This is an optimization exercise on Yosys and OpenROAD, whose aim is small area, a short achievable clock period and few clock cycles per item, not a production implementation. Function was not checked in any run shown here: the RTL went through the layout flow alone.

[flow/flow/run.sh]
#!/bin/bash
# Own flow: the standard layout (standard.sh) with two changes:
#  - synthesis maps the logic with flow/abc.script in place of ORFS's abc_area.script
#    (registers, flattening and renaming are the standard synthesis's);
#  - the port buffers that the standard flow inserts are sky130_fd_sc_hd__buf_2 cells
#    instead of the tool's default pick.
# Each step's full output goes to its own log file in this folder.
set -euo pipefail
cd "$(dirname "$0")/.."
rm -rf myscripts
cp -r "$FLOW_HOME/scripts" myscripts
cp flow/abc.script myscripts/abc_area.script
bash standard.sh SCRIPTS_DIR="$PWD/myscripts" synth > synth.log 2>&1
bash standard.sh BUFFER_PORTS_ARGS="-buffer_cell sky130_fd_sc_hd__buf_2" finish > layout.log 2>&1
[flow/flow/abc.script]
strash
&get -n
&dch -f
&nf -R 1000
&put
topo
stime -c
[flow/standard.sh]
#!/bin/bash
# synth_recipe.tcl (not shown) runs the flow's synth.tcl, then flattens the netlist and writes it again
# the make line also repeats each setting of config.mk as NAME=value (left out here)
make -C /OpenROAD-flow-scripts/flow DESIGN_CONFIG=/design/flow/config.mk WORK_HOME=/design/flow/orfs CLKGATE_MAP_FILE= SYNTH_SCRIPT=/design/flow/synth_recipe.tcl "${@:-finish}"
[flow/config.mk]
export PLATFORM = sky130hd
export DESIGN_NAME = sbox_subbytes_pipe
export DESIGN_NICKNAME = sbox_subbytes_pipe
export VERILOG_FILES = /design/flow/design.v
export SDC_FILE = /design/flow/constraint.sdc
export NUM_CORES = 4
export LEC_CHECK = 0
export ABC_AREA = 1
export CAP_MARGIN = 20
export CELL_PAD_IN_SITES_DETAIL_PLACEMENT = 0
export CELL_PAD_IN_SITES_GLOBAL_PLACEMENT = 1
export CORE_MARGIN = 2
export CORE_UTILIZATION = 60
export CTS_CLUSTER_DIAMETER = 100
export CTS_CLUSTER_SIZE = 30
export PLACE_DENSITY = 0.7
export SETUP_SLACK_MARGIN = 2.15
export SLEW_MARGIN = 20
[flow/constraint.sdc]
create_clock -name core_clock -period 5.0 [get_ports {clk}]
set_input_delay 1.0000 -clock core_clock [delete_from_list [all_inputs] [get_ports {clk}]]
set_output_delay 1.0000 -clock core_clock [all_outputs]
set_load 0.01 [all_outputs]
[flow/design.v]
package aes_sbox_pkg;
   typedef logic [7:0] byte_t;
endpackage
module sbox_lane_s1 (
   input  logic [7:0] in_byte,
   input  logic       inv,
   output logic [7:0] cut
);
   wire w_y0 = in_byte[0];
   wire w_y1 = in_byte[1];
   wire w_y2 = in_byte[2];
   wire w_y3 = in_byte[3];
   wire w_y4 = in_byte[4];
   wire w_y5 = in_byte[5];
   wire w_y6 = in_byte[6];
   wire w_y7 = in_byte[7];
   wire w_inv = inv;
   wire w_aix1 = w_y0 ^ w_y4;
   wire w_aix6 = w_y1 ^ w_y3;
   wire w_aix11 = w_aix1 ^ w_aix6;
   wire w_ai_T3 = w_aix11;
   wire w_afx10 = w_y1 ^ w_y7;
   wire w_af_T3 = w_afx10;
   wire w_T3 = w_inv ? w_ai_T3 : w_af_T3;
   wire w_aix3 = w_y6 ^ w_y7;
   wire w_ai_T2 = ~w_aix3;
   wire w_afx7 = w_y2 ^ w_y7;
   wire w_af_T2 = w_afx7;
   wire w_T2 = w_inv ? w_ai_T2 : w_af_T2;
   wire w_aix0 = w_y1 ^ w_y6;
   wire w_aix4 = w_y5 ^ w_aix0;
   wire w_aix14 = w_y3 ^ w_aix4;
   wire w_ai_T16 = ~w_aix14;
   wire w_afx0 = w_y1 ^ w_y3;
   wire w_afx1 = w_y2 ^ w_afx0;
   wire w_afx6 = w_y5 ^ w_afx1;
   wire w_af_T16 = w_afx6;
   wire w_T16 = w_inv ? w_ai_T16 : w_af_T16;
   wire w_aix5 = w_y3 ^ w_y4;
   wire w_ai_T1 = w_aix5;
   wire w_afx8 = w_y4 ^ w_y7;
   wire w_af_T1 = w_afx8;
   wire w_T1 = w_inv ? w_ai_T1 : w_af_T1;
   wire w_aix2 = w_y0 ^ w_y3;
   wire w_aix8 = w_aix0 ^ w_aix2;
   wire w_ai_T20 = ~w_aix8;
   wire w_afx2 = w_y5 ^ w_y6;
   wire w_afx3 = w_y7 ^ w_afx2;
   wire w_afx5 = w_y0 ^ w_afx3;
   wire w_af_T20 = w_afx5;
   wire w_T20 = w_inv ? w_ai_T20 : w_af_T20;
   wire w_aix10 = w_aix2 ^ w_aix3;
   wire w_ai_T10 = w_aix10;
   wire w_afx9 = w_y4 ^ w_afx3;
   wire w_afx11 = w_afx0 ^ w_afx9;
   wire w_af_T10 = w_afx11;
   wire w_T10 = w_inv ? w_ai_T10 : w_af_T10;
   wire w_aix13 = w_aix1 ^ w_aix4;
   wire w_ai_T17 = w_aix13;
   wire w_afx4 = w_y6 ^ w_afx1;
   wire w_afx12 = w_y0 ^ w_afx4;
   wire w_af_T17 = w_afx12;
   wire w_T17 = w_inv ? w_ai_T17 : w_af_T17;
   wire w_aix7 = w_y2 ^ w_y7;
   wire w_aix9 = w_aix0 ^ w_aix7;
   wire w_aix12 = w_aix1 ^ w_aix9;
   wire w_ai_T15 = ~w_aix12;
   wire w_af_T15 = w_afx4;
   wire w_T15 = w_inv ? w_ai_T15 : w_af_T15;
   assign cut[0] = w_T3;
   assign cut[1] = w_T2;
   assign cut[2] = w_T16;
   assign cut[3] = w_T1;
   assign cut[4] = w_T20;
   assign cut[5] = w_T10;
   assign cut[6] = w_T17;
   assign cut[7] = w_T15;
endmodule
module sbox_lane_s2 (
   input  logic [7:0] cut_in,
   output logic [11:0] cut_out
);
   wire w_a_T3 = cut_in[0];
   wire w_a_T2 = cut_in[1];
   wire w_a_T16 = cut_in[2];
   wire w_a_T1 = cut_in[3];
   wire w_a_T20 = cut_in[4];
   wire w_a_T10 = cut_in[5];
   wire w_a_T17 = cut_in[6];
   wire w_a_T15 = cut_in[7];
   wire w_ta0 = w_a_T10 ^ w_a_T15;
   wire w_T27 = w_ta0;
   wire w_ta3 = w_a_T2 ^ w_a_T1;
   wire w_T4 = w_ta3;
   wire w_ta11 = w_a_T17 ^ w_a_T15;
   wire w_U7 = w_ta11;
   wire w_T20 = w_a_T20;
   wire w_T10 = w_a_T10;
   wire w_T1 = w_a_T1;
   wire w_T3 = w_a_T3;
   wire w_ta4 = w_a_T16 ^ w_ta0;
   wire w_T6 = w_ta4;
   wire w_ta9 = w_a_T1 ^ w_a_T20;
   wire w_T19 = w_ta9;
   wire w_M4 = w_T19 & w_U7;
   wire w_ta5 = w_a_T3 ^ w_ta3;
   wire w_T13 = w_ta5;
   wire w_M1 = w_T13 & w_T6;
   wire w_M5 = w_M4 ^ w_M1;
   wire w_ta10 = w_a_T2 ^ w_a_T10;
   wire w_T24 = w_ta10;
   wire w_M17 = w_M5 ^ w_T24;
   wire w_T2 = w_a_T2;
   wire w_M14 = w_T2 & w_T10;
   wire w_T15 = w_a_T15;
   wire w_M11 = w_T1 & w_T15;
   wire w_M15 = w_M14 ^ w_M11;
   wire w_M21 = w_M17 ^ w_M15;
   wire w_T17 = w_a_T17;
   wire w_M9 = w_T20 & w_T17;
   wire w_T16 = w_a_T16;
   wire w_M6 = w_T3 & w_T16;
   wire w_M10 = w_M9 ^ w_M6;
   wire w_M19 = w_M10 ^ w_M15;
   wire w_ta8 = w_a_T20 ^ w_a_T17;
   wire w_T25 = w_ta8;
   wire w_M23 = w_M19 ^ w_T25;
   wire w_ta7 = w_a_T3 ^ w_a_T16;
   wire w_T26 = w_ta7;
   wire w_M8 = w_T26 ^ w_M6;
   wire w_ta1 = w_a_T3 ^ w_a_T20;
   wire w_T22 = w_ta1;
   wire w_ta2 = w_a_T16 ^ w_a_T17;
   wire w_T9 = w_ta2;
   wire w_M7 = w_T22 & w_T9;
   wire w_M18 = w_M8 ^ w_M7;
   wire w_M12 = w_T4 & w_T27;
   wire w_M13 = w_M12 ^ w_M11;
   wire w_M22 = w_M18 ^ w_M13;
   wire w_ta12 = w_a_T1 ^ w_a_T15;
   wire w_T14 = w_ta12;
   wire w_M3 = w_T14 ^ w_M1;
   wire w_ta13 = w_a_T2 ^ w_ta1;
   wire w_T23 = w_ta13;
   wire w_ta6 = w_a_T10 ^ w_ta2;
   wire w_T8 = w_ta6;
   wire w_M2 = w_T23 & w_T8;
   wire w_M16 = w_M3 ^ w_M2;
   wire w_M20 = w_M16 ^ w_M13;
   wire w_M25 = w_M22 & w_M20;
   wire w_M28 = w_M23 ^ w_M25;
   wire w_M27 = w_M20 ^ w_M21;
   wire w_M29 = w_M28 & w_M27;
   wire w_M37 = w_M21 ^ w_M29;
   wire w_M31 = w_M20 & w_M23;
   wire w_M32 = w_M27 & w_M31;
   wire w_M33 = w_M27 ^ w_M25;
   wire w_M38 = w_M32 ^ w_M33;
   wire w_M26 = w_M21 ^ w_M25;
   wire w_M24 = w_M22 ^ w_M23;
   wire w_M30 = w_M26 & w_M24;
   wire w_M39 = w_M23 ^ w_M30;
   wire w_M34 = w_M21 & w_M22;
   wire w_M35 = w_M24 & w_M34;
   wire w_M36 = w_M24 ^ w_M25;
   wire w_M40 = w_M35 ^ w_M36;
   assign cut_out[0] = w_T27;
   assign cut_out[1] = w_T4;
   assign cut_out[2] = w_U7;
   assign cut_out[3] = w_T20;
   assign cut_out[4] = w_T10;
   assign cut_out[5] = w_T1;
   assign cut_out[6] = w_T3;
   assign cut_out[7] = w_T6;
   assign cut_out[8] = w_M37;
   assign cut_out[9] = w_M38;
   assign cut_out[10] = w_M39;
   assign cut_out[11] = w_M40;
endmodule
module sbox_lane_s3 (
   input  logic [11:0] cut,
   output logic [7:0] held
);
   wire w_r_T27 = cut[0];
   wire w_r_T4 = cut[1];
   wire w_r_U7 = cut[2];
   wire w_r_T20 = cut[3];
   wire w_r_T10 = cut[4];
   wire w_r_T1 = cut[5];
   wire w_r_T3 = cut[6];
   wire w_r_T6 = cut[7];
   wire w_r_M37 = cut[8];
   wire w_r_M38 = cut[9];
   wire w_r_M39 = cut[10];
   wire w_r_M40 = cut[11];
   wire w_s2_M37 = w_r_M37;
   wire w_s2_M39 = w_r_M39;
   wire w_M42 = w_s2_M37 ^ w_s2_M39;
   wire w_s2_M38 = w_r_M38;
   wire w_s2_M40 = w_r_M40;
   wire w_M41 = w_s2_M38 ^ w_s2_M40;
   wire w_M45 = w_M42 ^ w_M41;
   wire w_s2_T4 = w_r_T4;
   wire w_M62 = w_M45 & w_s2_T4;
   wire w_M43 = w_s2_M37 ^ w_s2_M38;
   wire w_tb6 = w_r_T27 ^ w_r_T6;
   wire w_s2_T16 = w_tb6;
   wire w_M49 = w_M43 & w_s2_T16;
   wire w_s2_T1 = w_r_T1;
   wire w_M61 = w_M42 & w_s2_T1;
   wire w_L5 = w_M49 ^ w_M61;
   wire w_L6 = w_M62 ^ w_L5;
   wire w_s2_T3 = w_r_T3;
   wire w_M58 = w_M43 & w_s2_T3;
   wire w_tb2 = w_r_T27 ^ w_r_T10;
   wire w_tb7 = w_r_U7 ^ w_tb2;
   wire w_s2_T17 = w_tb7;
   wire w_M51 = w_s2_M37 & w_s2_T17;
   wire w_tb1 = w_r_T20 ^ w_r_T3;
   wire w_s2_T22 = w_tb1;
   wire w_M59 = w_s2_M38 & w_s2_T22;
   wire w_L8 = w_M51 ^ w_M59;
   wire w_L18 = w_M58 ^ w_L8;
   wire w_M44 = w_s2_M39 ^ w_s2_M40;
   wire w_s2_T6 = w_r_T6;
   wire w_M46 = w_M44 & w_s2_T6;
   wire w_s2_U7 = w_r_U7;
   wire w_M48 = w_s2_M39 & w_s2_U7;
   wire w_L2 = w_M46 ^ w_M48;
   wire w_L23 = w_L18 ^ w_L2;
   wire w_S7 = ~(w_L6 ^ w_L23);
   wire w_tb3 = w_r_U7 ^ w_r_T6;
   wire w_tb8 = w_r_T10 ^ w_tb3;
   wire w_s2_T9 = w_tb8;
   wire w_M50 = w_s2_M38 & w_s2_T9;
   wire w_L0 = w_M61 ^ w_M62;
   wire w_L13 = w_M50 ^ w_L0;
   wire w_s2_T27 = w_r_T27;
   wire w_M53 = w_M45 & w_s2_T27;
   wire w_s2_T10 = w_r_T10;
   wire w_M54 = w_M41 & w_s2_T10;
   wire w_L4 = w_M54 ^ w_M58;
   wire w_L10 = w_M53 ^ w_L4;
   wire w_L27 = w_L8 ^ w_L10;
   wire w_S6 = ~(w_L13 ^ w_L27);
   wire w_L25 = w_L6 ^ w_L10;
   wire w_s2_T20 = w_r_T20;
   wire w_M60 = w_s2_M37 & w_s2_T20;
   wire w_L11 = w_M60 ^ w_L2;
   wire w_tb5 = w_r_T20 ^ w_r_T1;
   wire w_s2_T19 = w_tb5;
   wire w_M57 = w_s2_M39 & w_s2_T19;
   wire w_tb0 = w_r_T4 ^ w_r_T1;
   wire w_tb9 = w_tb0 ^ w_tb1;
   wire w_s2_T23 = w_tb9;
   wire w_M56 = w_s2_M40 & w_s2_T23;
   wire w_L1 = w_M50 ^ w_M56;
   wire w_L17 = w_M57 ^ w_L1;
   wire w_L29 = w_L11 ^ w_L17;
   wire w_S5 = w_L25 ^ w_L29;
   wire w_L20 = w_L0 ^ w_L1;
   wire w_s2_T8 = w_tb3;
   wire w_M47 = w_s2_M40 & w_s2_T8;
   wire w_tb4 = w_r_T4 ^ w_r_T3;
   wire w_s2_T13 = w_tb4;
   wire w_M55 = w_M44 & w_s2_T13;
   wire w_L3 = w_M47 ^ w_M55;
   wire w_L12 = w_M48 ^ w_M51;
   wire w_L22 = w_L3 ^ w_L12;
   wire w_S4 = w_L20 ^ w_L22;
   wire w_L7 = w_M46 ^ w_L3;
   wire w_L21 = w_L1 ^ w_L7;
   wire w_S3 = w_L6 ^ w_L21;
   wire w_s2_T2 = w_tb0;
   wire w_M63 = w_M41 & w_s2_T2;
   wire w_L19 = w_M63 ^ w_L4;
   wire w_s2_T15 = w_tb2;
   wire w_M52 = w_M42 & w_s2_T15;
   wire w_L14 = w_M52 ^ w_M61;
   wire w_L28 = w_L11 ^ w_L14;
   wire w_S2 = ~(w_L19 ^ w_L28);
   wire w_L16 = w_M56 ^ w_L0;
   wire w_L9 = w_M52 ^ w_M53;
   wire w_L26 = w_L7 ^ w_L9;
   wire w_S1 = ~(w_L16 ^ w_L26);
   wire w_L15 = w_M55 ^ w_L1;
   wire w_L24 = w_L15 ^ w_L9;
   wire w_S0 = w_L6 ^ w_L24;
   assign held[0] = w_S7;
   assign held[1] = w_S6;
   assign held[2] = w_S5;
   assign held[3] = w_S4;
   assign held[4] = w_S3;
   assign held[5] = w_S2;
   assign held[6] = w_S1;
   assign held[7] = w_S0;
endmodule
module sbox_lane_out (
   input  logic [7:0] held,
   input  logic       inv,
   output logic [7:0] out_byte
);
   wire w_S7 = held[0];
   wire w_S6 = held[1];
   wire w_S5 = held[2];
   wire w_S4 = held[3];
   wire w_S3 = held[4];
   wire w_S2 = held[5];
   wire w_S1 = held[6];
   wire w_S0 = held[7];
   wire w_invq = inv;
   wire w_s7 = w_S0;
   wire w_s2 = w_S5;
   wire w_s5 = w_S2;
   wire w_zi1 = w_s2 ^ w_s5;
   wire w_zi9 = w_s7 ^ w_zi1;
   wire w_z0 = ~w_zi9;
   wire w_o0 = w_invq ? w_z0 : w_S7;
   wire w_s6 = w_S1;
   wire w_s0 = w_S7;
   wire w_s3 = w_S4;
   wire w_zi3 = w_s0 ^ w_s3;
   wire w_zi7 = w_s6 ^ w_zi3;
   wire w_z1 = w_zi7;
   wire w_o1 = w_invq ? w_z1 : w_S6;
   wire w_s1 = w_S6;
   wire w_s4 = w_S3;
   wire w_zi2 = w_s4 ^ w_s7;
   wire w_zi4 = w_s1 ^ w_zi2;
   wire w_z2 = ~w_zi4;
   wire w_o2 = w_invq ? w_z2 : w_S5;
   wire w_zi10 = w_s0 ^ w_zi1;
   wire w_z3 = w_zi10;
   wire w_o3 = w_invq ? w_z3 : w_S4;
   wire w_zi0 = w_s1 ^ w_s6;
   wire w_zi11 = w_s3 ^ w_zi0;
   wire w_z4 = w_zi11;
   wire w_o4 = w_invq ? w_z4 : w_S3;
   wire w_zi5 = w_s2 ^ w_zi2;
   wire w_z5 = w_zi5;
   wire w_o5 = w_invq ? w_z5 : w_S2;
   wire w_zi8 = w_s5 ^ w_zi3;
   wire w_z6 = w_zi8;
   wire w_o6 = w_invq ? w_z6 : w_S1;
   wire w_zi6 = w_s4 ^ w_zi0;
   wire w_z7 = w_zi6;
   wire w_o7 = w_invq ? w_z7 : w_S0;
   assign out_byte[0] = w_o0;
   assign out_byte[1] = w_o1;
   assign out_byte[2] = w_o2;
   assign out_byte[3] = w_o3;
   assign out_byte[4] = w_o4;
   assign out_byte[5] = w_o5;
   assign out_byte[6] = w_o6;
   assign out_byte[7] = w_o7;
endmodule
module sbox_subbytes_pipe
#(
   parameter int N_BYTES = 16
) (
   input  logic                 clk,
   input  logic                 rst_n,
   input  logic                 in_valid,
   output logic                 in_ready,
   input  logic [8*N_BYTES-1:0] in_data,
   input  logic                 in_inv,
   output logic                 out_valid,
   input  logic                 out_ready,
   output logic [8*N_BYTES-1:0] out_data,
   output logic                 out_inv,
   output logic                 busy
);
   localparam int DW = 8*N_BYTES;
   localparam int NA = 8;    
   localparam int NB = 12;    
   localparam int NS = 8;    
   logic                  vld0_q, vld1_q, vld2_q;
   logic                  inv0_q;
   logic [1:0]            inv1_q;    
   logic [3:0]            inv2_q;    
   logic [N_BYTES-1:0]    lane_inv;
   logic [N_BYTES*NA-1:0] a_d, a_q;
   logic [N_BYTES*NB-1:0] b_d, b_q;
   logic [N_BYTES*NS-1:0] sub_d, sub_q;
   logic                  adv;
   assign adv = !vld2_q || out_ready;
   generate
      for (genvar i = 0; i < N_BYTES; i++) begin : g_lane
         sbox_lane_s1 u_s1 (
            .in_byte (in_data[8*i +: 8]),
            .inv     (in_inv),
            .cut     (a_d[NA*i +: NA])
         );
         sbox_lane_s2 u_s2 (
            .cut_in  (a_q[NA*i +: NA]),
            .cut_out (b_d[NB*i +: NB])
         );
         sbox_lane_s3 u_s3 (
            .cut      (b_q[NB*i +: NB]),
            .held     (sub_d[NS*i +: NS])
         );
         sbox_lane_out u_out (
            .held     (sub_q[NS*i +: NS]),
            .inv      (lane_inv[i]),
            .out_byte (out_data[8*i +: 8])
         );
      end
   endgenerate
   always_ff @(posedge clk) begin
      if (!rst_n) begin
         vld0_q <= 1'b0;
         vld1_q <= 1'b0;
         vld2_q <= 1'b0;
      end else begin
         if (adv) vld0_q <= in_valid;
         if (adv) vld1_q <= vld0_q;
         if (adv) vld2_q <= vld1_q;
      end
      if (adv) begin
         a_q    <= a_d;
         inv0_q <= in_inv;
      end
      if (adv) begin
         b_q    <= b_d;
         inv1_q <= {~inv0_q, inv0_q};
      end
      if (adv) begin
         sub_q  <= sub_d;
         inv2_q <= {~inv1_q[1], inv1_q[1], ~inv1_q[0], inv1_q[0]};
      end
   end
   assign in_ready  = adv;
   assign out_valid = vld2_q;
   for (genvar i = 0; i < N_BYTES; i++) begin : g_mode
      assign lane_inv[i] = (((i / 4) % 4) == 0) ? inv2_q[0] :
                           (((i / 4) % 4) == 1) ? ~inv2_q[1] :
                           (((i / 4) % 4) == 2) ? ~inv2_q[2] : inv2_q[3];
   end
   assign out_inv   = inv2_q[0];
   assign busy      = vld0_q | vld1_q | vld2_q;
endmodule
==> impl_metrics.yaml, run 1 <==
run_status:
  outcome: "complete, no violations"
die:
  die_area_um2: 62500
  die_w_um: 250
  start_util_pct: 60.5
  io_pins: 265
  die_h_um: 250
  core_um2: 60000
  num_rows: 90
place:
  portBuffers: 264
  place_area_um2: 37800
  dp_hpwl_um: 52700
  gp_congestion: 0.884
sta:
  final_max_slew_viol_count: 0
  finalSetupViolCount: 0
  worst_pin_slew_ns: 1.11
  layout_min_cycle_time_ns: 2.82
  rsz0062_at_grt: "yes"
  clock.fmax_mhz: 354
  max_slew_margin_pct: 26.1
  finalHoldViolations: 0
  skew_ns: 0.0210
  finalCritPeriodShare_pct: 56.5
  tns_ns: 0
  hold_ws_ns: 0.476
yosys:
  netlist_area_um2: 36300
  synth_area_leaders: "edfxtp_1 (38%), xnor2_1 (27%), xor2_1 (18%)"
  ys_ff_latch: 458
  synth_fp_nets: 3711
  ys_seq_area_share_pct: 37.8
  synth_top_area_cell: "edfxtp_1"
  syn_inst: 3530
  syn_avg_cell_area_um2: 10.3
  yosysUniqueCellTypes: 20
  yosys_warnings: 1
  synth_top_area_share_pct: 37.7
routing:
  num_vias: 22900
  first_pass_iters: 5
  first_iter_violations: 926
  post-route-drc-count: 0
  routedWlPerCell_um: 14.9
  wl_um: 68000
  antenna_left: 0
  vias_per_cell: 5.03
global_routing:
  grt_overflow: 0
  grt_max_degree: 198
  grt_usage_pct: 21.4
  grt_pass1_wl_um: 111000
  grt_pass1_vias: 23000
  antenna_found_initial: 0
worst_setup_path:
  cp_max_fo: 19
  reg2reg_from: "a_q[61]"
  end_kind: "primary output"
  ff2ff_setup_slack_ns: 2.45
  worst-setup-path-type: "reg -> out"
  startpoint_type: "flop"
  cp-endpoint: "out_data[27]"
  cp.required_ns: 4.00
  reg2regPathDepth: 9
  crit_arrival_ns: 1.82
  rr_endpoint: "b_q[92]"
  startpoint: "inv2_q[0]"
finish:
  final_common_cell: "xnor2_1"
  diodes: 0
  postLayoutCellArea_um2: 39600
  fillers: 4656
  drive_gt1_share_pct: 11.8
  nets: 3946
  layout_common_cells: "xnor2_1 (1069), xor2_1 (712), nand2_1 (466)"
  area_growth_pct: 9.23
clock_network:
  clock_sinks: 458
  clock_latency_ns: 0.58
  path_clk_slew_ns: 0.11
  cts_tree: "done"
  cts_buffers: 22
  cts.path.max_buffers: 3
  cts_max_level: 1
  cts_hold_buf: 0
  cts-root-buf: "clkbuf_16"
flow_run:
  cap_violations: 0
worst_hold_path:
  min_path_type: "reg -> reg"
==> per-stage QoR <==
step | cells | setup WS (ns) | util (%)
4_1_cts | 4529 | 2.15 | 65.1
3_5_place_dp | 4458 | 1.90 | 62.9
2_1_floorplan | 3530 | 1.95 | -
6_report | 4557 | 2.18 | 66.0
3_3_place_gp | 4458 | 1.95 | 62.9
5_1_grt | 4557 | 2.08 | 66.0
==> state kept, by name, indices dropped and copies added (netlist names) <==
signal / flops
b_q: 192
a_q: 128
sub_q: 128
inv2_q: 4
inv1_q: 2
inv0_q: 1
vld0_q: 1
vld1_q: 1
vld2_q: 1
==> worst max-delay path: stages (launching register included) <==
cell and delay, ns:
edfxtp_1 0.48, buf_4 0.19, clkbuf_16 0.18, a21oi_1 0.21, buf_2 0.17
==> worst min path at each step <==
stage               from   endpoint  slack, ns  cells after the start
2_1_floorplan     inv0_q  inv1_q[0]       0.43                      0
3_3_place_gp      inv0_q  inv1_q[0]       0.44                      0
3_5_place_dp   inv1_q[0]  inv2_q[0]       0.45                      0
4_1_cts        inv1_q[0]  inv2_q[0]       0.47                      0
5_1_grt        inv1_q[0]  inv2_q[0]       0.48                      0
6_report       inv1_q[0]  inv2_q[0]       0.48                      0
==> what timing repair did <==
action                                  4_1_cts  5_1_grt
endpoints found under the setup margin      118       95
pin swaps                                     5       17
setup buffers                                35       27
gates cloned                                  2        1
resized for setup                            36       66
==> Yosys cell counts <==
library cell	count
dfxtp_1	3
mux2_1	16
mux2i_1	31
ha_1	48
buf_4	128
clkinv_1	8
xnor2_1	1101
or3_1	1
a21boi_0	1
a31oi_1	17
xor2_1	738
nand2b_1	29
nor2b_1	33
and2_0	32
nor2_1	161
a21oi_1	97
edfxtp_1	455
o21a_1	1
nand2_1	466
o21ai_0	164
==> cells by family after synthesis <==
logic type	count (synthesis)	synth area share, %
and+or+nand+nor	722	8.12
buffers and inverters	136	2.73
muxes	47	1.35
adders and majority gates	48	1.66
DFF	458	37.8
xor gates and xnor gates	1839	44.4
AOI/OAI and AO/OA	280	3.93
==> metal layers <==
layer | global-route usage (%) | vias to the layer above | routed length (um)
met3 | 1.89 | 72 | 2110
met4 | 4.96 | 0 | 1290
met1 | 27.8 | 10700 | 30600
li1 | - | 11800 | -
met5 | 0 | - | 0
met2 | 38.6 | 305 | 34000
==> layout make-up <==
| cell class | count | area, um2 | share of cell area (%) |
|---|---|---|---|
| inverter | 8 | 56.3 | 0.142 |
| timing repair inverter | 2 | 32.5 | 0.0821 |
| timing repair buffer | 337 | 1970 | 4.98 |
| multi-input combinational | 2936 | 22100 | 55.8 |
| clock buffer | 23 | 576 | 1.45 |
| tap | 782 | 978 | 2.47 |
| sequential | 458 | 13700 | 34.6 |
| clock inverter | 11 | 191 | 0.483 |
==> run 2, diff against run 1 <==
--- a/flow/config.mk
+++ b/flow/config.mk
@@ -15,4 +15,4 @@
 export CTS_CLUSTER_SIZE = 30
 export PLACE_DENSITY = 0.7
-export SETUP_SLACK_MARGIN = 2.15
+export SETUP_SLACK_MARGIN = 2.25
 export SLEW_MARGIN = 20
==> run 2 against run 1 <==
  * Still clean on timing, DRC and antenna
  * Routed wire length increased by 4.2%
  * Die area unchanged
  * Clock skew up 0.0022 ns
  * First-iteration DRC count rose by 3.1%
  * Non-clock buffer count up 89
  * Final cell count rose by 2.0%
  * Count of clock-buffer cells in the layout is the same
  * Global-route usage grew 0.46 points
  * Critical endpoint is now out_data[19]
  * Largest cell class unchanged
==> impl_metrics.yaml, run 2 <==
worst_setup_path:
  end_kind: "primary output"
  ff2ff_setup_slack_ns: 2.45
  reg2reg_from: "a_q[79]"
  rr_endpoint: "b_q[116]"
  cp.required_ns: 4.00
  reg2regPathDepth: 9
  crit_arrival_ns: 1.82
  startpoint_type: "flop"
  worst-setup-path-type: "reg -> out"
  cp_max_fo: 3
routing:
  first_iter_violations: 955
  vias_per_cell: 5.04
  post-route-drc-count: 0
  first_pass_iters: 5
  num_vias: 23400
  wl_um: 70800
  antenna_left: 0
  routedWlPerCell_um: 15.2
finish:
  finish.utilization_pct: 68.4
  layout_common_cells: "xnor2_1 (1051), xor2_1 (705), nand2_1 (466)"
  fillers: 4488
  diodes: 0
  drive_gt1_share_pct: 15.6
  reg_top3: "b_q x192, a_q x128, sub_q x128"
  largest_register_ffs: 192
  final_common_cell: "xnor2_1"
  regMostFlops: "b_q"
  nets: 4035
  area_growth_pct: 13.2
global_routing:
  antenna_found_initial: 0
  grt_pass1_wl_um: 114000
  grt_usage_pct: 21.8
  grt_overflow: 0
  grt_pass1_vias: 23500
  grt_max_degree: 198
sta:
  worst_pin_slew_ns: 1.11
  final_max_slew_viol_count: 0
  finalCritPeriodShare_pct: 56.4
  hold_ws_ns: 0.476
  rsz0062_at_grt: "yes"
  clock.fmax_mhz: 354
  max_slew_margin_pct: 26.0
  skew_ns: 0.0231
  tns_ns: 0
  layout_min_cycle_time_ns: 2.82
  finalHoldViolations: 0
  finalSetupViolCount: 0
clock_network:
  path_clk_slew_ns: 0.11
  cts_tree: "done"
  cts_hold_buf: 0
  cts_max_level: 1
  clock_sinks: 458
  clock_latency_ns: 0.58
  cts-root-buf: "clkbuf_16"
  cts_buffers: 22
  cts.path.max_buffers: 3
die:
  core_um2: 60000
  io_pins: 265
  die_area_um2: 62500
  num_rows: 90
  die_w_um: 250
  start_util_pct: 60.5
  die_h_um: 250
yosys:
  synth_mux_area_share_pct: 1.35
  netlist_top_cells_count: "xnor2_1 (1101), xor2_1 (738), nand2_1 (466)"
  post-synth-top-count-cell: "xnor2_1"
  synth_top_family_by_area: "XOR/XNOR gates"
  synth_area_leaders: "edfxtp_1 (38%), xnor2_1 (27%), xor2_1 (18%)"
  synth_top_flop_cell: "edfxtp_1"
  synth_fp_nets: 3711
  synthAdderAreaFrac_pct: 1.66
  synth_compound_area_share_pct: 3.93
  synth_edf_count: 455
  synthXorXnorAreaFrac_pct: 44.4
  yosys_warnings: 1
  syn_avg_cell_area_um2: 10.3
  synth_top_area_cell: "edfxtp_1"
  ys_seq_area_share_pct: 37.8
  syn_inst: 3530
  netlist_area_um2: 36300
  yosysUniqueCellTypes: 20
  synthSimpleGateAreaFrac_pct: 8.12
  synth_top_area_share_pct: 37.7
  ys_ff_latch: 458
  ys_async_sr_fraction_pct: 0
flow_run:
  cap_violations: 0
place:
  dp_hpwl_um: 52700
  gp_congestion: 0.884
  portBuffers: 264
worst_hold_path:
  holdPathStages: 0
  holdPathEnd: "inv2_q[0]"
  min_path_type: "reg -> reg"
  hold_start: "inv1_q[0]"
run_status:
  outcome: "complete, no violations"
-- run 2: cell counts after synthesis --
Identical to the previous run, type by type.
-- run 2: worst max path at each step --
stage / start / end / slack, ns / depth (start not counted)
finish: sub_q[21] / out_data[19] / 2.18 / 4
global route: sub_q[21] / out_data[19] / 2.09 / 4
CTS: sub_q[21] / out_data[19] / 2.15 / 4
detailed placement: out_ready / in_ready / 1.90 / 4
global placement: out_ready / in_ready / 1.95 / 4
floorplan: out_ready / in_ready / 1.95 / 2
-- run 2: worst max-delay path, stage by stage (launching register included) --
cell      delay (ns)
edfxtp_1        0.50
xnor2_2         0.25
xor2_1          0.23
a21oi_1         0.11
buf_2           0.16
-- run 2: kinds of logic after synthesis --
kind of cell	count (synthesis)
AOI/OAI and AO/OA	280
muxes	47
xor gates and xnor gates	1839
buffers and inverters	136
adders and majority gates	48
DFF	458
and+or+nand+nor	722
-- run 2: per-layer routing --
layer	share of wire [%]	global-route usage, %	up-vias
li1	-	-	12000
met1	45	28.1	11000
met2	50	39.2	345
met3	3.2	2.11	84
met4	2.2	5.70	0
met5	0	0	-
-- run 2: what timing repair did --
item,CTS,global route
cloned,4,6
pin swaps,41,82
gates resized for setup,124,151
setup endpoints to repair,130,132
setup buffers,92,52
-- run 2: area by class of cell --
class,instances,area [um2],area share [%]
timing repair inverter,2,32.5,0.0792
sequential,458,13700,33.4
timing repair buffer,426,2890,7.03
inverter,8,56.3,0.137
clock inverter,11,191,0.466
tap,782,978,2.38
multi-input combinational,2936,22600,55.1
clock buffer,23,576,1.40
-- run 2: per-stage QoR --
step                      instance area, um2  std cells  worst slack [ns]
after floorplan                        36300       3530              1.95
after global placement                 37800       4458              1.95
final                                  41100       4646              2.18
after CTS                              39900       4588              2.15
after global routing                   41100       4646              2.09
after detailed placement               37800       4458              1.90
==> run 3, diff against run 2 <==
--- a/flow/design.v
+++ b/flow/design.v
@@ -180,5 +180,6 @@
 module sbox_lane_s3 (
    input  logic [11:0] cut,
-   output logic [7:0] held
+   input  logic       inv,
+   output logic [7:0] out_byte
 );
    wire w_r_T27 = cut[0];
@@ -194,4 +195,5 @@
    wire w_r_M39 = cut[10];
    wire w_r_M40 = cut[11];
+   wire w_invq = inv;
    wire w_s2_M37 = w_r_M37;
    wire w_s2_M39 = w_r_M39;
@@ -211,118 +213,95 @@
    wire w_L5 = w_M49 ^ w_M61;
    wire w_L6 = w_M62 ^ w_L5;
-   wire w_s2_T3 = w_r_T3;
-   wire w_M58 = w_M43 & w_s2_T3;
-   wire w_tb2 = w_r_T27 ^ w_r_T10;
-   wire w_tb7 = w_r_U7 ^ w_tb2;
-   wire w_s2_T17 = w_tb7;
-   wire w_M51 = w_s2_M37 & w_s2_T17;
-   wire w_tb1 = w_r_T20 ^ w_r_T3;
-   wire w_s2_T22 = w_tb1;
-   wire w_M59 = w_s2_M38 & w_s2_T22;
-   wire w_L8 = w_M51 ^ w_M59;
-   wire w_L18 = w_M58 ^ w_L8;
    wire w_M44 = w_s2_M39 ^ w_s2_M40;
-   wire w_s2_T6 = w_r_T6;
-   wire w_M46 = w_M44 & w_s2_T6;
-   wire w_s2_U7 = w_r_U7;
-   wire w_M48 = w_s2_M39 & w_s2_U7;
-   wire w_L2 = w_M46 ^ w_M48;
-   wire w_L23 = w_L18 ^ w_L2;
-   wire w_S7 = ~(w_L6 ^ w_L23);
+   wire w_tb4 = w_r_T4 ^ w_r_T3;
+   wire w_s2_T13 = w_tb4;
+   wire w_M55 = w_M44 & w_s2_T13;
    wire w_tb3 = w_r_U7 ^ w_r_T6;
    wire w_tb8 = w_r_T10 ^ w_tb3;
    wire w_s2_T9 = w_tb8;
    wire w_M50 = w_s2_M38 & w_s2_T9;
-   wire w_L0 = w_M61 ^ w_M62;
-   wire w_L13 = w_M50 ^ w_L0;
+   wire w_tb0 = w_r_T4 ^ w_r_T1;
+   wire w_tb1 = w_r_T20 ^ w_r_T3;
+   wire w_tb9 = w_tb0 ^ w_tb1;
+   wire w_s2_T23 = w_tb9;
+   wire w_M56 = w_s2_M40 & w_s2_T23;
+   wire w_L1 = w_M50 ^ w_M56;
+   wire w_L15 = w_M55 ^ w_L1;
+   wire w_tb2 = w_r_T27 ^ w_r_T10;
+   wire w_s2_T15 = w_tb2;
+   wire w_M52 = w_M42 & w_s2_T15;
    wire w_s2_T27 = w_r_T27;
    wire w_M53 = w_M45 & w_s2_T27;
+   wire w_L9 = w_M52 ^ w_M53;
+   wire w_L24 = w_L15 ^ w_L9;
+   wire w_S0 = w_L6 ^ w_L24;
+   wire w_s7 = w_S0;
    wire w_s2_T10 = w_r_T10;
    wire w_M54 = w_M41 & w_s2_T10;
+   wire w_s2_T3 = w_r_T3;
+   wire w_M58 = w_M43 & w_s2_T3;
    wire w_L4 = w_M54 ^ w_M58;
    wire w_L10 = w_M53 ^ w_L4;
-   wire w_L27 = w_L8 ^ w_L10;
-   wire w_S6 = ~(w_L13 ^ w_L27);
    wire w_L25 = w_L6 ^ w_L10;
    wire w_s2_T20 = w_r_T20;
    wire w_M60 = w_s2_M37 & w_s2_T20;
+   wire w_s2_T6 = w_r_T6;
+   wire w_M46 = w_M44 & w_s2_T6;
+   wire w_s2_U7 = w_r_U7;
+   wire w_M48 = w_s2_M39 & w_s2_U7;
+   wire w_L2 = w_M46 ^ w_M48;
    wire w_L11 = w_M60 ^ w_L2;
    wire w_tb5 = w_r_T20 ^ w_r_T1;
    wire w_s2_T19 = w_tb5;
    wire w_M57 = w_s2_M39 & w_s2_T19;
-   wire w_tb0 = w_r_T4 ^ w_r_T1;
-   wire w_tb9 = w_tb0 ^ w_tb1;
-   wire w_s2_T23 = w_tb9;
-   wire w_M56 = w_s2_M40 & w_s2_T23;
-   wire w_L1 = w_M50 ^ w_M56;
    wire w_L17 = w_M57 ^ w_L1;
    wire w_L29 = w_L11 ^ w_L17;
    wire w_S5 = w_L25 ^ w_L29;
-   wire w_L20 = w_L0 ^ w_L1;
-   wire w_s2_T8 = w_tb3;
-   wire w_M47 = w_s2_M40 & w_s2_T8;
-   wire w_tb4 = w_r_T4 ^ w_r_T3;
-   wire w_s2_T13 = w_tb4;
-   wire w_M55 = w_M44 & w_s2_T13;
-   wire w_L3 = w_M47 ^ w_M55;
-   wire w_L12 = w_M48 ^ w_M51;
-   wire w_L22 = w_L3 ^ w_L12;
-   wire w_S4 = w_L20 ^ w_L22;
-   wire w_L7 = w_M46 ^ w_L3;
-   wire w_L21 = w_L1 ^ w_L7;
-   wire w_S3 = w_L6 ^ w_L21;
+   wire w_s2 = w_S5;
    wire w_s2_T2 = w_tb0;
    wire w_M63 = w_M41 & w_s2_T2;
    wire w_L19 = w_M63 ^ w_L4;
-   wire w_s2_T15 = w_tb2;
-   wire w_M52 = w_M42 & w_s2_T15;
    wire w_L14 = w_M52 ^ w_M61;
    wire w_L28 = w_L11 ^ w_L14;
    wire w_S2 = ~(w_L19 ^ w_L28);
-   wire w_L16 = w_M56 ^ w_L0;
-   wire w_L9 = w_M52 ^ w_M53;
-   wire w_L26 = w_L7 ^ w_L9;
-   wire w_S1 = ~(w_L16 ^ w_L26);
-   wire w_L15 = w_M55 ^ w_L1;
-   wire w_L24 = w_L15 ^ w_L9;
-   wire w_S0 = w_L6 ^ w_L24;
-   assign held[0] = w_S7;
-   assign held[1] = w_S6;
-   assign held[2] = w_S5;
-   assign held[3] = w_S4;
-   assign held[4] = w_S3;
-   assign held[5] = w_S2;
-   assign held[6] = w_S1;
-   assign held[7] = w_S0;
-endmodule
-module sbox_lane_out (
-   input  logic [7:0] held,
-   input  logic       inv,
-   output logic [7:0] out_byte
-);
-   wire w_S7 = held[0];
-   wire w_S6 = held[1];
-   wire w_S5 = held[2];
-   wire w_S4 = held[3];
-   wire w_S3 = held[4];
-   wire w_S2 = held[5];
-   wire w_S1 = held[6];
-   wire w_S0 = held[7];
-   wire w_invq = inv;
-   wire w_s7 = w_S0;
-   wire w_s2 = w_S5;
    wire w_s5 = w_S2;
    wire w_zi1 = w_s2 ^ w_s5;
    wire w_zi9 = w_s7 ^ w_zi1;
    wire w_z0 = ~w_zi9;
+   wire w_tb7 = w_r_U7 ^ w_tb2;
+   wire w_s2_T17 = w_tb7;
+   wire w_M51 = w_s2_M37 & w_s2_T17;
+   wire w_s2_T22 = w_tb1;
+   wire w_M59 = w_s2_M38 & w_s2_T22;
+   wire w_L8 = w_M51 ^ w_M59;
+   wire w_L18 = w_M58 ^ w_L8;
+   wire w_L23 = w_L18 ^ w_L2;
+   wire w_S7 = ~(w_L6 ^ w_L23);
    wire w_o0 = w_invq ? w_z0 : w_S7;
+   wire w_L0 = w_M61 ^ w_M62;
+   wire w_L16 = w_M56 ^ w_L0;
+   wire w_s2_T8 = w_tb3;
+   wire w_M47 = w_s2_M40 & w_s2_T8;
+   wire w_L3 = w_M47 ^ w_M55;
+   wire w_L7 = w_M46 ^ w_L3;
+   wire w_L26 = w_L7 ^ w_L9;
+   wire w_S1 = ~(w_L16 ^ w_L26);
    wire w_s6 = w_S1;
    wire w_s0 = w_S7;
+   wire w_L20 = w_L0 ^ w_L1;
+   wire w_L12 = w_M48 ^ w_M51;
+   wire w_L22 = w_L3 ^ w_L12;
+   wire w_S4 = w_L20 ^ w_L22;
    wire w_s3 = w_S4;
    wire w_zi3 = w_s0 ^ w_s3;
    wire w_zi7 = w_s6 ^ w_zi3;
    wire w_z1 = w_zi7;
+   wire w_L13 = w_M50 ^ w_L0;
+   wire w_L27 = w_L8 ^ w_L10;
+   wire w_S6 = ~(w_L13 ^ w_L27);
    wire w_o1 = w_invq ? w_z1 : w_S6;
    wire w_s1 = w_S6;
+   wire w_L21 = w_L1 ^ w_L7;
+   wire w_S3 = w_L6 ^ w_L21;
    wire w_s4 = w_S3;
    wire w_zi2 = w_s4 ^ w_s7;
@@ -374,13 +353,9 @@
    localparam int NA = 8;    
    localparam int NB = 12;    
-   localparam int NS = 8;    
    logic                  vld0_q, vld1_q, vld2_q;
-   logic                  inv0_q;
-   logic [1:0]            inv1_q;    
-   logic [3:0]            inv2_q;    
-   logic [N_BYTES-1:0]    lane_inv;
+   logic                  inv0_q, inv1_q, inv2_q;
    logic [N_BYTES*NA-1:0] a_d, a_q;
    logic [N_BYTES*NB-1:0] b_d, b_q;
-   logic [N_BYTES*NS-1:0] sub_d, sub_q;
+   logic [DW-1:0]         sub_d, sub_q;
    logic                  adv;
    assign adv = !vld2_q || out_ready;
@@ -398,10 +373,6 @@
          sbox_lane_s3 u_s3 (
             .cut      (b_q[NB*i +: NB]),
-            .held     (sub_d[NS*i +: NS])
-         );
-         sbox_lane_out u_out (
-            .held     (sub_q[NS*i +: NS]),
-            .inv      (lane_inv[i]),
-            .out_byte (out_data[8*i +: 8])
+            .inv      (inv1_q),
+            .out_byte (sub_d[8*i +: 8])
          );
       end
@@ -423,19 +394,15 @@
       if (adv) begin
          b_q    <= b_d;
-         inv1_q <= {~inv0_q, inv0_q};
+         inv1_q <= inv0_q;
       end
       if (adv) begin
          sub_q  <= sub_d;
-         inv2_q <= {~inv1_q[1], inv1_q[1], ~inv1_q[0], inv1_q[0]};
+         inv2_q <= inv1_q;
       end
    end
    assign in_ready  = adv;
    assign out_valid = vld2_q;
-   for (genvar i = 0; i < N_BYTES; i++) begin : g_mode
-      assign lane_inv[i] = (((i / 4) % 4) == 0) ? inv2_q[0] :
-                           (((i / 4) % 4) == 1) ? ~inv2_q[1] :
-                           (((i / 4) % 4) == 2) ? ~inv2_q[2] : inv2_q[3];
-   end
-   assign out_inv   = inv2_q[0];
+   assign out_data  = sub_q;
+   assign out_inv   = inv2_q;
    assign busy      = vld0_q | vld1_q | vld2_q;
 endmodule
--- a/flow/config.mk
+++ b/flow/config.mk
@@ -15,4 +15,4 @@
 export CTS_CLUSTER_SIZE = 30
 export PLACE_DENSITY = 0.7
-export SETUP_SLACK_MARGIN = 2.25
+export SETUP_SLACK_MARGIN = 2.15
 export SLEW_MARGIN = 20
==> run 3 against run 2 <==
  * Setup slack worse by 0.077 ns
  * Register-to-register slack worse by 0.35 ns
  * Global-route usage is 0.29 points higher
==> impl_metrics.yaml, run 3 <==
sta:
  final_max_slew_viol_count: 0
  finalSetupViolCount: 0
  clock.fmax_mhz: 345
  finalCritPeriodShare_pct: 58.0
  rsz0062_at_grt: "yes"
  skew_ns: 0.0295
  worst_pin_slew_ns: 1.03
  layout_min_cycle_time_ns: 2.90
  worst_slack_ns: 2.10
  max_slew_margin_pct: 31.6
  finalHoldViolations: 0
  tns_ns: 0
yosys:
  ys_ff_latch: 454
  synth_area_leaders: "edfxtp_1 (39%), xnor2_1 (25%), xor2_1 (20%)"
  syn_avg_cell_area_um2: 10.4
  post-synth-top-count-cell: "xnor2_1"
  ys_async_sr_fraction_pct: 0
  yosys_warnings: 1
  yosysUniqueCellTypes: 22
  synth_top_family_by_area: "XOR/XNOR gates"
  ys_seq_area_share_pct: 38.9
  netlist_area_um2: 35000
  synthAdderAreaFrac_pct: 1.72
  synth_compound_area_share_pct: 4.05
  synth_mux_area_share_pct: 2.00
  netlist_top_cells_count: "xnor2_1 (1016), xor2_1 (784), edfxtp_1 (451)"
  synth_top_area_share_pct: 38.7
  syn_inst: 3349
  synth_top_area_cell: "edfxtp_1"
  synthXorXnorAreaFrac_pct: 45.4
  synth_top_flop_cell: "edfxtp_1"
  synth_fp_nets: 3530
  synthSimpleGateAreaFrac_pct: 7.82
  synth_edf_count: 451
global_routing:
  grt_pass1_vias: 23500
  grt_max_degree: 108
  antenna_found_initial: 2
  grt_usage_pct: 22.1
  grt_pass1_wl_um: 112000
  grt_overflow: 0
routing:
  num_vias: 23300
  post-route-drc-count: 0
  routedWlPerCell_um: 15.4
  vias_per_cell: 5.11
  antenna_left: 0
  wl_um: 70100
  first_iter_violations: 1086
  first_pass_iters: 5
finish:
  nets: 3953
  regMostFlops: "b_q"
  largest_register_ffs: 192
  final_common_cell: "xnor2_1"
  layout_common_cells: "xnor2_1 (852), xor2_1 (676), edfxtp_1 (451)"
  reg_top3: "b_q x192, a_q x128, sub_q x128"
  multi_input_area_um2: 23800
  fillers: 4117
  seq_area_um2: 13600
  drive_gt1_share_pct: 19.4
  finish.utilization_pct: 72.2
  area_growth_pct: 19.2
place:
  portBuffers: 264
  dp_hpwl_um: 51700
  dpl_worst_slack_ns: 1.68
  gp_congestion: 0.908
worst_setup_path:
  worst-setup-path-type: "reg -> reg"
  startpoint_type: "flop"
  crit_top_cell: "xnor2_2"
  crit_buf_inv: 1
  cp_max_fo: 3
  cp.required_ns: 5.33
  crit_arrival_ns: 3.23
  cp_slowest_stage_delay_ns: 0.45
  path_delay_family: "XOR/XNOR gates"
  end_kind: "flop"
  cp_slowest_cell: "edfxtp_1"
  path_cells: "xnor2_2, xnor2_1, nand2_1, xor2_2, xnor2_2, xor2_1, buf_4, xor2_2, xnor2_2, xnor2_1, mux2_1"
die:
  die_w_um: 245
  start_util_pct: 60.6
  die_area_um2: 60200
  num_rows: 88
  io_pins: 265
  die_h_um: 245
  core_um2: 57700
clock_network:
  cts.path.max_buffers: 3
  cts_buffers: 23
  cts-root-buf: "clkbuf_16"
  cts_max_level: 1
  clock_sinks: 454
  path_clk_slew_ns: 0.11
  cts_tree: "done"
  cts_hold_buf: 0
  clock_latency_ns: 0.58
flow_run:
  cap_violations: 0
worst_hold_path:
  min_path_type: "reg -> reg"
run_status:
  outcome: "complete, no violations"
run 3: cell count changes after synthesis, sizes merged, moves of 8 or more:
cell / delta
and2: -13
buf: -128
xnor2: -85
mux2i: +13
xor2: +46
a31oi: -8
nand2: -16
nor2b: -15
run 3: path summary, 6_finish.rpt:
check,start,cells past startpoint,slack (ns),end
worst max register to register,b_q[189],11,2.10,sub_q[122]
worst min-delay path,inv0_q,0,0.44,inv1_q
worst min register to register,inv0_q,0,0.44,inv1_q
worst max-delay path,b_q[189],11,2.10,sub_q[122]
run 3: cells by family after synthesis:
| group | Yosys count |
|---|---|
| compound gates | 279 |
| xor+xnor | 1805 |
| fa+ha+maj | 48 |
| buf+inv | 12 |
| flops | 454 |
| mux | 67 |
| simple gates | 684 |
run 3: what timing repair did:
action | CTS | global route
hold endpoints to repair | 0 | 0
endpoints found under the setup margin | 87 | 121
pin swaps | 26 | 98
cloned | 2 | 1
resized for setup | 101 | 233
buffers inserted | 49 | 69
run 3: routing by layer:
layer  up-vias  routed length [um]  track usage [%]
met5         -                   0                0
met1     11100               29000             26.9
met4         0                1490             4.56
met3        71                2420             2.17
met2       360               37200             42.2
li1      11800                   -                -
run 3: through the flow:
step / area [um2] / hold WS, ns / std cells
floorplan: 35000 / 0.400 / 3349
global placement: 37400 / 0.410 / 4390
detailed placement: 37400 / 0.411 / 4390
CTS: 39400 / 0.439 / 4480
global route: 41700 / 0.458 / 4553
finish: 41700 / 0.439 / 4553
run 3: area by class of cell:
| cell class | instances | area share (%) |
|---|---|---|
| clock buffers | 25 | 1.40 |
| flip-flops and latches | 454 | 32.6 |
| repair buffers | 395 | 5.71 |
| multi-input cells | 2883 | 57.2 |
| repair inverters | 3 | 0.105 |
| well taps | 765 | 2.30 |
| clock inverters | 14 | 0.510 |
| inverters | 12 | 0.171 |
| diodes | 2 | 0.0120 |

separate check: timing with driven ports:
Ports are ideal in the flow. The routed layouts listed here were re-timed in OpenROAD. Step 1, drivers: a clkbuf_16 drives clk and a buf_2 each remaining input, both assumed. Step 2 adds t to the input delays and takes it off the output delays; t is the mean of the earliest and latest rising clock arrival at the registers after step 1. Input paths then give back, and output paths get back, about the clock's delay inside the block. a / b / c = no drivers / after step 1 / after step 2; a / b = the first two.
| run | t, ns | setup WS [ns] | hold slack, ns |
|---|---|---|---|
| run 1 | 0.632 | 2.176 / 2.114 / 2.256 | 0.476 / 0.476 / 0.476 |
| run 2 | 0.633 | 2.178 / 2.114 / 2.270 | 0.476 / 0.476 / 0.476 |
| run 3 | 0.631 | 2.101 / 2.101 / 2.101 | 0.439 / 0.439 / 0.439 |
After both steps every run listed still meets setup and hold.
